This design comes from an exercise in tuning for small area, a short achievable clock period and few clock cycles on the open sky130 flow, not from production work. The RTL was checked by simulation tests, not by an equivalence proof against the original design. No activity file was given, so power comes from the tool's default toggle rates.

[run.sh]
#!/bin/bash
# synth_recipe.tcl (not shown) runs the flow's synth.tcl, then flattens the netlist and writes it again
# the make line also repeats each setting of config.mk as NAME=value (left out here)
make -C /OpenROAD-flow-scripts/flow DESIGN_CONFIG=/design/flow/config.mk WORK_HOME=/design/flow/orfs CLKGATE_MAP_FILE= SYNTH_SCRIPT=/design/flow/synth_recipe.tcl finish
[config.mk]
export PLATFORM = sky130hd
export DESIGN_NAME = timer_event_queue_top
export DESIGN_NICKNAME = timer_event_queue_top
export VERILOG_FILES = /design/flow/design.v
export SDC_FILE = /design/flow/constraint.sdc
export NUM_CORES = 4
export LEC_CHECK = 0
export CAP_MARGIN = 20
export CORE_MARGIN = 2
export CORE_UTILIZATION = 55
export SETUP_SLACK_MARGIN = 5
export SLEW_MARGIN = 20
export TNS_END_PERCENT = 0
[constraint.sdc]
create_clock -name core_clock -period 7.0 [get_ports {clk}]
set_input_delay 1.4000 -clock core_clock [delete_from_list [all_inputs] [get_ports {clk}]]
set_output_delay 1.4000 -clock core_clock [all_outputs]
set_load 0.01 [all_outputs]
[design.v]
package teq_pkg;
	localparam logic [1:0] MODE_SCHEDULE = 2'd0;
	localparam logic [1:0] MODE_TICK     = 2'd1;
	localparam logic [1:0] MODE_CLEAR    = 2'd2;
	localparam logic [2:0] KIND_FIRED     = 3'd0;
	localparam logic [2:0] KIND_NO_EVENT  = 3'd1;
	localparam logic [2:0] KIND_SCHEDULED = 3'd2;
	localparam logic [2:0] KIND_DROPPED   = 3'd3;
	localparam logic [2:0] KIND_CLEARED   = 3'd4;
	localparam int unsigned MAX_FIRED = 16;
	localparam int unsigned FIRED_W   = 5;
	typedef enum logic [1:0] {
		OP_HOLD,
		OP_INSERT,
		OP_POP
	} queue_op_t;
endpackage
module teq_le #(
	parameter int W = 48
) (
	input  logic [W-1:0] a,
	input  logic [W-1:0] b,
	output logic         y,
	output logic         lt
);
	localparam int L = $clog2(W);
	localparam int N = 1 << L;
	logic [N-1:0] g [L+1];
	logic [N-1:0] q [L+1];
	assign g[0] = {{(N - W){1'b0}}, b & ~a};
	assign q[0] = {{(N - W){1'b1}}, b | ~a};
	for (genvar l = 0; l < L; l++) begin : g_lvl
		for (genvar i = 0; i < (N >> (l + 1)); i++) begin : g_node
			assign g[l+1][i] = g[l][2*i+1] | (q[l][2*i+1] & g[l][2*i]);
			assign q[l+1][i] = g[l][2*i+1] | (q[l][2*i+1] & q[l][2*i]);
		end
		if ((N >> (l + 1)) < N) begin : g_pad
			assign g[l+1][N-1:(N >> (l + 1))] = '0;
			assign q[l+1][N-1:(N >> (l + 1))] = '0;
		end
	end
	assign y  = q[L][0];
	assign lt = g[L][0];
endmodule
module teq_add #(
	parameter int W = 48
) (
	input  logic [W-1:0] a,
	input  logic [W-1:0] b,
	input  logic         ci,
	output logic [W-1:0] y,
	output logic         co
);
	localparam int L = $clog2(W + 1);
	logic [W:0] gp [2*L+1];
	logic [W:0] pp [2*L+1];
	logic [W-1:0] p;
	logic [W:0]   c;
	assign p     = a ^ b;
	assign gp[0] = {a & b, ci};
	assign pp[0] = {p, 1'b0};
	for (genvar l = 0; l < L; l++) begin : g_up
		for (genvar i = 0; i <= W; i++) begin : g_bit
			if (((i + 1) % (2 << l)) == 0 && i >= (1 << l)) begin : g_node
				assign gp[l+1][i] = gp[l][i] | (pp[l][i] & gp[l][i-(1<<l)]);
				assign pp[l+1][i] = pp[l][i] & pp[l][i-(1<<l)];
			end else begin : g_wire
				assign gp[l+1][i] = gp[l][i];
				assign pp[l+1][i] = pp[l][i];
			end
		end
	end
	for (genvar l = 0; l < L; l++) begin : g_down
		localparam int D = 1 << (L - 1 - l);
		for (genvar i = 0; i <= W; i++) begin : g_bit
			if (((i + 1) % (2 * D)) == D && i >= 2 * D) begin : g_node
				assign gp[L+l+1][i] = gp[L+l][i] | (pp[L+l][i] & gp[L+l][i-D]);
				assign pp[L+l+1][i] = pp[L+l][i] & pp[L+l][i-D];
			end else begin : g_wire
				assign gp[L+l+1][i] = gp[L+l][i];
				assign pp[L+l+1][i] = pp[L+l][i];
			end
		end
	end
	assign c  = gp[2*L];
	assign y  = p ^ c[W-1:0];
	assign co = c[W];
endmodule
module teq_row #(
	parameter int QUEUE_DEPTH  = 16,
	parameter int TIME_WIDTH   = 48,
	parameter int HANDLE_WIDTH = 8
) (
	input  logic                    clk,
	input  logic                    arst_n,
	input  logic                    ins,
	input  logic                    pop,
	input  logic                    clr,
	input  logic [QUEUE_DEPTH-1:0]  keep,
	input  logic [TIME_WIDTH-1:0]   new_due,
	input  logic [HANDLE_WIDTH-1:0] new_handle,
	input  logic [TIME_WIDTH-1:0]   nv,
	output logic [QUEUE_DEPTH-1:0]  occ,
	output logic [QUEUE_DEPTH-1:0]  le_n,
	output logic [TIME_WIDTH-1:0]   head_due,
	output logic [HANDLE_WIDTH-1:0] head_handle,
	output logic [TIME_WIDTH-1:0]   next_due
);
	logic [TIME_WIDTH-1:0]   due_q    [QUEUE_DEPTH];
	logic [HANDLE_WIDTH-1:0] handle_q [QUEUE_DEPTH];
	logic [QUEUE_DEPTH-1:0]  occ_q;
	assign occ         = occ_q;
	assign head_due    = due_q[0];
	assign head_handle = handle_q[0];
	assign next_due    = due_q[1];
	for (genvar i = 0; i < QUEUE_DEPTH; i++) begin : g_le
		teq_le #(.W(TIME_WIDTH)) u_le (.a(due_q[i]), .b(nv), .y(le_n[i]), .lt());
	end
	always_ff @(posedge clk or negedge arst_n) begin
		if (!arst_n) begin
			occ_q <= '0;
		end else if (clr) begin
			occ_q <= '0;
		end else if (ins) begin
			occ_q <= {occ_q[QUEUE_DEPTH-2:0], 1'b1};
		end else if (pop) begin
			occ_q <= {1'b0, occ_q[QUEUE_DEPTH-1:1]};
		end
	end
	for (genvar i = 0; i < QUEUE_DEPTH; i++) begin : g_slot
		logic                    prev_keep;
		logic [TIME_WIDTH-1:0]   left_due;
		logic [HANDLE_WIDTH-1:0] left_handle;
		logic [TIME_WIDTH-1:0]   right_due;
		logic [HANDLE_WIDTH-1:0] right_handle;
		if (i == 0) begin : g_head
			assign prev_keep   = 1'b1;
			assign left_due    = new_due;
			assign left_handle = new_handle;
		end else begin : g_body
			assign prev_keep   = keep[i-1];
			assign left_due    = due_q[i-1];
			assign left_handle = handle_q[i-1];
		end
		if (i == QUEUE_DEPTH - 1) begin : g_tail
			assign right_due    = due_q[i];
			assign right_handle = handle_q[i];
		end else begin : g_inner
			assign right_due    = due_q[i+1];
			assign right_handle = handle_q[i+1];
		end
		always_ff @(posedge clk) begin
			if (ins && !keep[i]) begin
				if (prev_keep) begin
					due_q[i]    <= new_due;
					handle_q[i] <= new_handle;
				end else begin
					due_q[i]    <= left_due;
					handle_q[i] <= left_handle;
				end
			end else if (pop) begin
				due_q[i]    <= right_due;
				handle_q[i] <= right_handle;
			end
		end
	end
endmodule
module timer_event_queue_top #(
	parameter int QUEUE_DEPTH  = 16,
	parameter int HANDLE_WIDTH = 8,
	parameter int TIME_WIDTH   = 48
) (
	input  logic                    clk,
	input  logic                    arst_n,
	input  logic                    in_valid,
	output logic                    in_ready,
	input  logic [1:0]              mode,
	input  logic [TIME_WIDTH-1:0]   due_time,
	input  logic [HANDLE_WIDTH-1:0] event_handle,
	input  logic [TIME_WIDTH-1:0]   clock_reading,
	output logic                    out_valid,
	input  logic                    out_ready,
	output logic [2:0]              kind,
	output logic [HANDLE_WIDTH-1:0] fired_handle,
	output logic [TIME_WIDTH-1:0]   fire_time,
	output logic [TIME_WIDTH-1:0]   tick_gap,
	output logic [63:0]             total_elapsed,
	output logic                    last,
	input  logic                    cfg_valid,
	output logic                    cfg_ready,
	input  logic [TIME_WIDTH-1:0]   cfg_data
);
	localparam int TW = TIME_WIDTH;
	localparam int HW = HANDLE_WIDTH;
	localparam int QD = QUEUE_DEPTH;
	logic          h_v_q;
	logic [1:0]    h_mode_q;
	logic [TW-1:0] h_val_q;
	logic [HW-1:0] h_hdl_q;
	logic          s_v_q;
	logic [1:0]    s_mode_q;
	logic [TW-1:0] s_val_q;
	logic [HW-1:0] s_hdl_q;
	logic          x_v_q;
	logic [1:0]    x_mode_q;
	logic [TW-1:0] x_val_q;
	logic [HW-1:0] x_hdl_q;
	logic          x_first_q;
	logic [QD-1:0] x_keep_q;
	logic          x_past_q;
	logic [TW-1:0] t_q;
	logic [TW-1:0] t0_q;
	logic [TW-1:0] g_q;
	logic [TW-1:0] e_q;
	logic [TW-1:0] p_q;
	logic [TW:0]   f_q;
	logic          pend_q;
	logic          o_v_q;
	logic [2:0]    o_kind_q;
	logic [HW-1:0] o_hdl_q;
	logic          o_last_q;
	logic          o_show_q;
	logic          ins;
	logic          pop;
	logic          clr;
	logic [QD-1:0] occ;
	logic [QD-1:0] le_n;
	logic [TW-1:0] head_due;
	logic [HW-1:0] head_hdl;
	logic [TW-1:0] next_due;
	logic          acc;
	logic [1:0]    in_mode;
	logic [TW-1:0] in_val;
	logic [1:0]    n_mode;
	logic [TW-1:0] n_val;
	logic [HW-1:0] n_hdl;
	assign acc     = in_valid && !s_v_q && (mode != 2'd3);
	assign in_mode = mode;
	assign in_val  = (mode == teq_pkg::MODE_SCHEDULE) ? due_time : clock_reading;
	assign n_mode  = h_mode_q;
	assign n_val   = h_val_q;
	assign n_hdl   = h_hdl_q;
	teq_row #(
		.QUEUE_DEPTH (QD),
		.TIME_WIDTH  (TW),
		.HANDLE_WIDTH(HW)
	) u_row (
		.clk        (clk),
		.arst_n     (arst_n),
		.ins        (ins),
		.pop        (pop),
		.clr        (clr),
		.keep       (x_keep_q),
		.new_due    (x_val_q),
		.new_handle (x_hdl_q),
		.nv         (n_val),
		.occ        (occ),
		.le_n       (le_n),
		.head_due   (head_due),
		.head_handle(head_hdl),
		.next_due   (next_due)
	);
	assign in_ready      = !s_v_q;
	assign cfg_ready     = 1'b1;
	assign out_valid     = o_v_q;
	assign kind          = o_kind_q;
	assign fired_handle  = o_hdl_q;
	assign last          = o_last_q;
	assign fire_time     = o_show_q ? t_q : '0;
	assign tick_gap      = g_q;
	assign total_elapsed = {{(64 - TW){1'b0}}, e_q};
	logic          is_s, is_t, is_c;
	logic          adv;
	logic          f_le_c;
	logic          lt;
	logic          head_le_f;
	logic          next_le_f;
	logic          hf, nf;
	logic          x_done;
	logic          x_free;
	logic [TW-1:0] f_sat;
	logic [TW-1:0] n_time;
	logic [TW:0]   cp_sum;
	logic [TW:0]   fp_sum;
	logic [TW-1:0] c_minus_t;
	logic [TW-1:0] c_minus_t0;
	logic [TW-1:0] e_plus_p;
	logic [TW-1:0] gf;
	logic [TW-1:0] ef;
	assign is_s = (x_mode_q == teq_pkg::MODE_SCHEDULE);
	assign is_t = (x_mode_q == teq_pkg::MODE_TICK);
	assign is_c = (x_mode_q == teq_pkg::MODE_CLEAR);
	assign adv  = x_v_q && (!o_v_q || out_ready);
	teq_le #(.W(TW + 1)) u_f_le_c (.a(f_q), .b({1'b0, x_val_q}), .y(f_le_c), .lt());
	teq_le #(.W(TW)) u_head_f (.a(head_due), .b(f_q[TW-1:0]), .y(head_le_f), .lt());
	teq_le #(.W(TW)) u_next_f (.a(next_due), .b(f_q[TW-1:0]), .y(next_le_f), .lt());
	assign lt     = !f_le_c;
	assign f_sat  = f_q[TW] ? '1 : f_q[TW-1:0];
	assign n_time = lt ? f_sat : x_val_q;
	assign hf     = x_keep_q[0] || (occ[0] && (f_q[TW] || head_le_f));
	assign nf     = x_keep_q[1] || (occ[1] && (f_q[TW] || next_le_f));
	assign cp_sum     = {1'b0, x_val_q} + {1'b0, p_q};
	assign fp_sum     = f_q + {1'b0, p_q};
	assign c_minus_t  = x_val_q - t_q;
	assign c_minus_t0 = x_val_q - t0_q;
	assign e_plus_p   = e_q + p_q;
	assign gf = f_q[TW] ? ~t_q  : p_q;
	assign ef = f_q[TW] ? ~t0_q : e_plus_p;
	assign ins = adv && is_s && !x_past_q && !occ[QD-1];
	assign pop = adv && is_t && hf;
	assign clr = adv && is_c;
	assign x_done = adv && !(is_t && hf && nf);
	assign x_free = !x_v_q || x_done;
	logic          x_le_n;
	logic          n_le_x;
	logic          n_le_f;
	logic          n_le_t;
	logic [QD-1:0] occ_nx;
	logic [QD-1:0] le_nx;
	logic [QD-1:0] keep_shift;
	logic          past_nx;
	logic          x_lt_n;
	teq_le #(.W(TW)) u_x_le_n (.a(x_val_q), .b(n_val), .y(x_le_n), .lt(x_lt_n));
	assign n_le_x = !x_lt_n;
	teq_le #(.W(TW)) u_n_le_f (.a(n_val), .b(f_q[TW-1:0]), .y(n_le_f), .lt());
	teq_le #(.W(TW)) u_n_le_t (.a(n_val), .b(t_q), .y(n_le_t), .lt());
	always_comb begin
		occ_nx = occ;
		le_nx  = le_n;
		if (clr) begin
			occ_nx = '0;
		end else if (ins) begin
			occ_nx = {occ[QD-2:0], 1'b1};
			for (int i = 0; i < QD; i++) begin
				if (!x_keep_q[i]) begin
					if (i == 0 || x_keep_q[(i == 0) ? 0 : i - 1]) begin
						le_nx[i] = x_le_n;
					end else begin
						le_nx[i] = le_n[(i == 0) ? 0 : i - 1];
					end
				end
			end
		end else if (pop) begin
			occ_nx = {1'b0, occ[QD-1:1]};
			le_nx  = {1'b0, le_n[QD-1:1]};
		end
		if (adv && is_t && x_first_q) begin
			past_nx = n_le_x || n_le_f || f_q[TW];
		end else if (adv && is_c) begin
			past_nx = n_le_x;
		end else begin
			past_nx = n_le_t;
		end
	end
	assign keep_shift = pop ? {1'b0, x_keep_q[QD-1:1]} : x_keep_q;
	always_ff @(posedge clk or negedge arst_n) begin
		if (!arst_n) begin
			h_v_q  <= 1'b0;
			s_v_q  <= 1'b0;
			x_v_q  <= 1'b0;
			o_v_q  <= 1'b0;
			t_q    <= '0;
			t0_q   <= '0;
			g_q    <= '0;
			e_q    <= '0;
			p_q    <= '0;
			f_q    <= '0;
			pend_q <= 1'b0;
		end else begin
			if (cfg_valid) begin
				p_q <= cfg_data;
			end
			pend_q <= cfg_valid;
			if (x_free) begin
				x_v_q <= h_v_q;
			end
			if (x_free || !h_v_q) begin
				if (s_v_q) begin
					s_v_q <= 1'b0;
				end else begin
					h_v_q <= acc;
				end
			end else if (acc) begin
				s_v_q <= 1'b1;
			end
			if (adv) begin
				o_v_q <= 1'b1;
			end else if (out_ready) begin
				o_v_q <= 1'b0;
			end
			if (cfg_valid) begin
				f_q <= {1'b0, t_q};
			end else if (pend_q) begin
				f_q <= fp_sum;
			end else if (adv) begin
				if (is_t) begin
					if (x_first_q) begin
						t_q <= n_time;
						g_q <= lt ? gf : c_minus_t;
						e_q <= lt ? ef : c_minus_t0;
					end
					if (x_done) begin
						f_q <= lt ? (f_q[TW] ? f_q : fp_sum) : cp_sum;
					end
				end else if (is_c) begin
					t_q  <= x_val_q;
					t0_q <= x_val_q;
					g_q  <= '0;
					e_q  <= '0;
					f_q  <= cp_sum;
				end
			end
		end
	end
	always_ff @(posedge clk) begin
		if (x_free) begin
			x_first_q <= 1'b1;
			x_mode_q  <= n_mode;
			x_val_q   <= n_val;
			x_hdl_q   <= n_hdl;
			x_keep_q  <= occ_nx & le_nx;
			x_past_q  <= past_nx;
		end else begin
			if (adv) begin
				x_first_q <= 1'b0;
			end
			x_keep_q <= keep_shift;
		end
		if (x_free || !h_v_q) begin
			if (s_v_q) begin
				h_mode_q <= s_mode_q;
				h_val_q  <= s_val_q;
				h_hdl_q  <= s_hdl_q;
			end else begin
				h_mode_q <= in_mode;
				h_val_q  <= in_val;
				h_hdl_q  <= event_handle;
			end
		end
		if (!s_v_q) begin
			s_mode_q <= in_mode;
			s_val_q  <= in_val;
			s_hdl_q  <= event_handle;
		end
		if (adv) begin
			o_last_q <= 1'b1;
			o_show_q <= 1'b0;
			o_hdl_q  <= '0;
			o_kind_q <= teq_pkg::KIND_CLEARED;
			if (is_s) begin
				o_hdl_q <= x_hdl_q;
				if (x_past_q) begin
					o_kind_q <= teq_pkg::KIND_FIRED;
					o_show_q <= 1'b1;
				end else if (occ[QD-1]) begin
					o_kind_q <= teq_pkg::KIND_DROPPED;
				end else begin
					o_kind_q <= teq_pkg::KIND_SCHEDULED;
				end
			end else if (is_t) begin
				o_show_q <= 1'b1;
				if (hf) begin
					o_kind_q <= teq_pkg::KIND_FIRED;
					o_hdl_q  <= head_hdl;
					o_last_q <= !nf;
				end else begin
					o_kind_q <= teq_pkg::KIND_NO_EVENT;
				end
			end
		end
	end
endmodule
==> results.toml <==
[route]
drt_wl_total_mm = 402
firstDrtPassIters = 10
drc = 0
wl_per_cell_um = 28.9
vias = 95264
drtAntennaViolNets = 0
drt_iter0_markers = 13760
drt-vias-per-instance = 6.86

[pwr]
power_density_nw_per_um2 = 411
p_total_mw = 47.2
peakVddDrop_mv = 0.288
power.leakage_nw = 44.8

[synthesis]
ys_seq_area_share_pct = 40.0
ys_async_sr_fraction_pct = 22.0
synth_ff_type = "edfxtp_1"
postSynthRegisterBits = 1411
yosysTopAreaCellShare_pct = 31.1
synth_edf_count = 1042
post_synth.cell_area_avg_um2 = 8.88
yosys_warnings = 10
synth_cell_type_count = 111
syn_inst = 11337
yosysTopAreaCell = "edfxtp_1"
syn-cell-area_um2 = 101000
synth.area.top_cells = "edfxtp_1, mux2i_1, o21ai_0, dfrtp_1, nand2_1"

[setup_path]
start_kind = "flop"
critPathKind = "reg -> reg"
cp_data_required_time_ns = 7.60
cp-end-kind = "flop"
crit_arrival_ns = 4.65
cp_max_fo = 21

[floorplan]
ios = 334
start_util_pct = 55.1
fp.dieH_um = 432
num_rows = 157
fp.dieW_um = 432
coreArea_um2 = 182000
die-area_um2 = 186000

[clock_tree]
cts_root_buf = "clkbuf_16"
cts.htree.levels = 4
cts.sinks = 1411
cts_buffers = 166
cts_tree = "done"
clk_pin_slew_ns = 0.06
insertion_delay_ns = 0.87
cts_buffer_depth = 3

[timing]
finalCritPeriodShare_pct = 57.8
setup_viol = 0
tightest_slew_ns = 1.22
hold_viol = 0
max_slew_margin_pct = 18.5
fin_worst_skew_ns = 0.0441
drv_slew = 0
max_freq_mhz = 247
grt_setup_unrepaired = "true"
timing.hold.ws_ns = 0.416
fin_tns_setup_ns = 0
layout_min_cycle_time_ns = 4.05

[placement]
dp_cells = 13395
place_congestion = 1.01
numPortBuffers = 316
hpwlAfterDp_mm = 279

[layout]
mostFrequentLayoutCells = "o21ai_0, nand2_1, edfxtp_1"
nets = 11774
post-route-util_pct = 62.9
final_common_cell = "o21ai_0"
seqCellArea_um2 = 40300
fin_cells = 13897
drive_gt1_share_pct = 10.4
fillers = 15572
multi_input_area_um2 = 57000
syn2layout_area_growth_pct = 14.0

[grt]
grt-ovfl-total = 0
antenna_found_initial = 5
track_usage_pct = 41.1
grt_max_degree = 115
grt_pass1_vias = 88165
grt_pass1_wl_mm = 578

[run_status]
status = "no timing/DRC/antenna violations"

[job]
max_cap_viol_count = 0

[hold_path]
hp-class = "reg -> reg"
worst max-delay path, cell delays in order (launching register included):
cell	delay [ns]
edfxtp_1	0.37
buf_4	0.25
nand2_2	0.45
o22ai_1	0.16
maj3_1	0.37
maj3_1	0.40
nor4_1	0.82
o31ai_1	0.22
nand2_1	0.19
mux2_2	0.17
o21ai_0	0.07
o211ai_1	0.20
o21ai_1	0.09
per-stage QoR:
stage / cell area (um2) / worst slack [ns]
floorplan: 101000 / 3.64
global placement: 106000 / 1.91
detailed placement: 106000 / 1.88
CTS: 114000 / 3.11
global route: 115000 / 2.97
finish: 115000 / 2.95
repair_timing:
action | in CTS | in global routing
hold buffers | 0 | 0
pin swaps | 63 | 45
gates cloned | 28 | 13
setup buffers | 109 | 41
endpoints found under the setup margin | 2503 | 2546
gates resized for setup | 287 | 113
routing by layer:
layer	GRT usage [%]	routed length [um]	up-vias
li1	-	-	41871
met1	55.9	156000	45782
met2	60.8	170000	6512
met3	9.06	49000	1097
met4	22.6	25700	2
met5	0	13	-
power by group:
group	internal (mW)	switching [mW]	total, mW
clock	5.34	3.91	9.25
combinational	9.33	14.9	24.2
sequential	11.0	2.68	13.7
area by class of cell:
type                            instances  area share [%]
Multi-Input combinational cell       8572            49.7
Sequential cell                      1411            35.1
Timing Repair Buffer                  689            5.72
Clock buffer                          237            4.13
Tap cell                             2385            2.60
Inverter                              521            1.84
Clock inverter                         72           0.866
Timing Repair inverter                  8          0.0491
Antenna cell                            2         0.00436
state kept, by name (all words and copies together) (netlist names), 48 cells and up:
name / flops
e_q: 48
f_q: 49
g_q: 48
h_val_q: 48
p_q: 48
s_val_q: 48
t0_q: 48
t_q: 48
u_row.due_q: 768
u_row.handle_q: 128
x_val_q: 48
cell usage after synthesis (27+ instances only):
library cell / number
nand4_1: 32
a21oi_1: 879
nor3_1: 68
a21o_1: 224
xnor2_1: 125
a221oi_1: 71
o22ai_1: 161
buf_2: 87
a32oi_1: 37
edfxtp_1: 1042
o31ai_1: 42
nand2b_1: 149
o21a_1: 79
a2111oi_0: 36
a22oi_1: 74
a22o_1: 60
a31oi_1: 105
nand2_1: 1515
mux2_2: 145
nand3_1: 129
ha_1: 241
clkbuf_1: 687
mux2i_1: 867
nor2b_1: 134
and3_1: 35
o21ai_0: 1566
dfxtp_1: 59
a221o_1: 27
nor2_1: 505
buf_1: 72
o221ai_1: 79
dfrtp_1: 310
maj3_1: 306
xor2_1: 83
o21bai_1: 52
o211ai_1: 82
and2_1: 66
a211oi_1: 95
inv_1: 498
cell families (layout without fill, tap and decap cells):
| logic type | after synthesis | after routing | synth area share [%] |
|---|---|---|---|
| AO/OA/AOI/OAI | 3981 | 3984 | 24.2 |
| other | 2 | 19 | 0.00746 |
| flip-flops | 1411 | 1411 | 40.0 |
| adder cells (fa/ha/maj) | 567 | 567 | 6.31 |
| buffers and inverters | 1396 | 1527 | 5.44 |
| XOR/XNOR | 208 | 208 | 1.81 |
| multiplexers | 1012 | 1012 | 10.2 |
| AND/OR/NAND/NOR | 2760 | 2784 | 12.0 |
path summary, 6_finish.rpt:
check	end	depth (start not counted)	start	slack [ns]
min	x_hdl_q[4]	0	h_hdl_q[4]	0.42
min in group asynchronous	p_q[14]	1	arst_n	0.48
max in group asynchronous	f_q[18]	2	arst_n	4.92
max reg2reg	x_keep_q[9]	12	h_val_q[28]	2.95
max	x_keep_q[9]	12	h_val_q[28]	2.95
min reg2reg	x_hdl_q[4]	0	h_hdl_q[4]	0.42
Testbench counts, summed over its fixed seeds: cycles 10,994.

-- afterwards: timing with drivers on the ports --
The results above use ideal ports. As a check the final layout listed here was re-extracted and re-timed, cells and wires unchanged.
Step 1, drivers: a clkbuf_16 drives clk and a buf_2 each remaining input, both assumed.
Step 2 moves the port delays by t, midway between the first and last clock arrival at a register: inputs arrive t later, outputs are due t later. That takes back most of the time a late clock gives input paths.
Three values: ideal ports, drivers, drivers and shift; two values: the first two.
shift t [ns]: 0.938
setup slack, ns: 2.951 / 2.951 / 2.151
cell pins on the clock port's net: 1
After both steps this run still meets setup and hold. For this run, drivers alone change the setup slack by 0.000 ns; drivers and shift together by -0.800 ns.
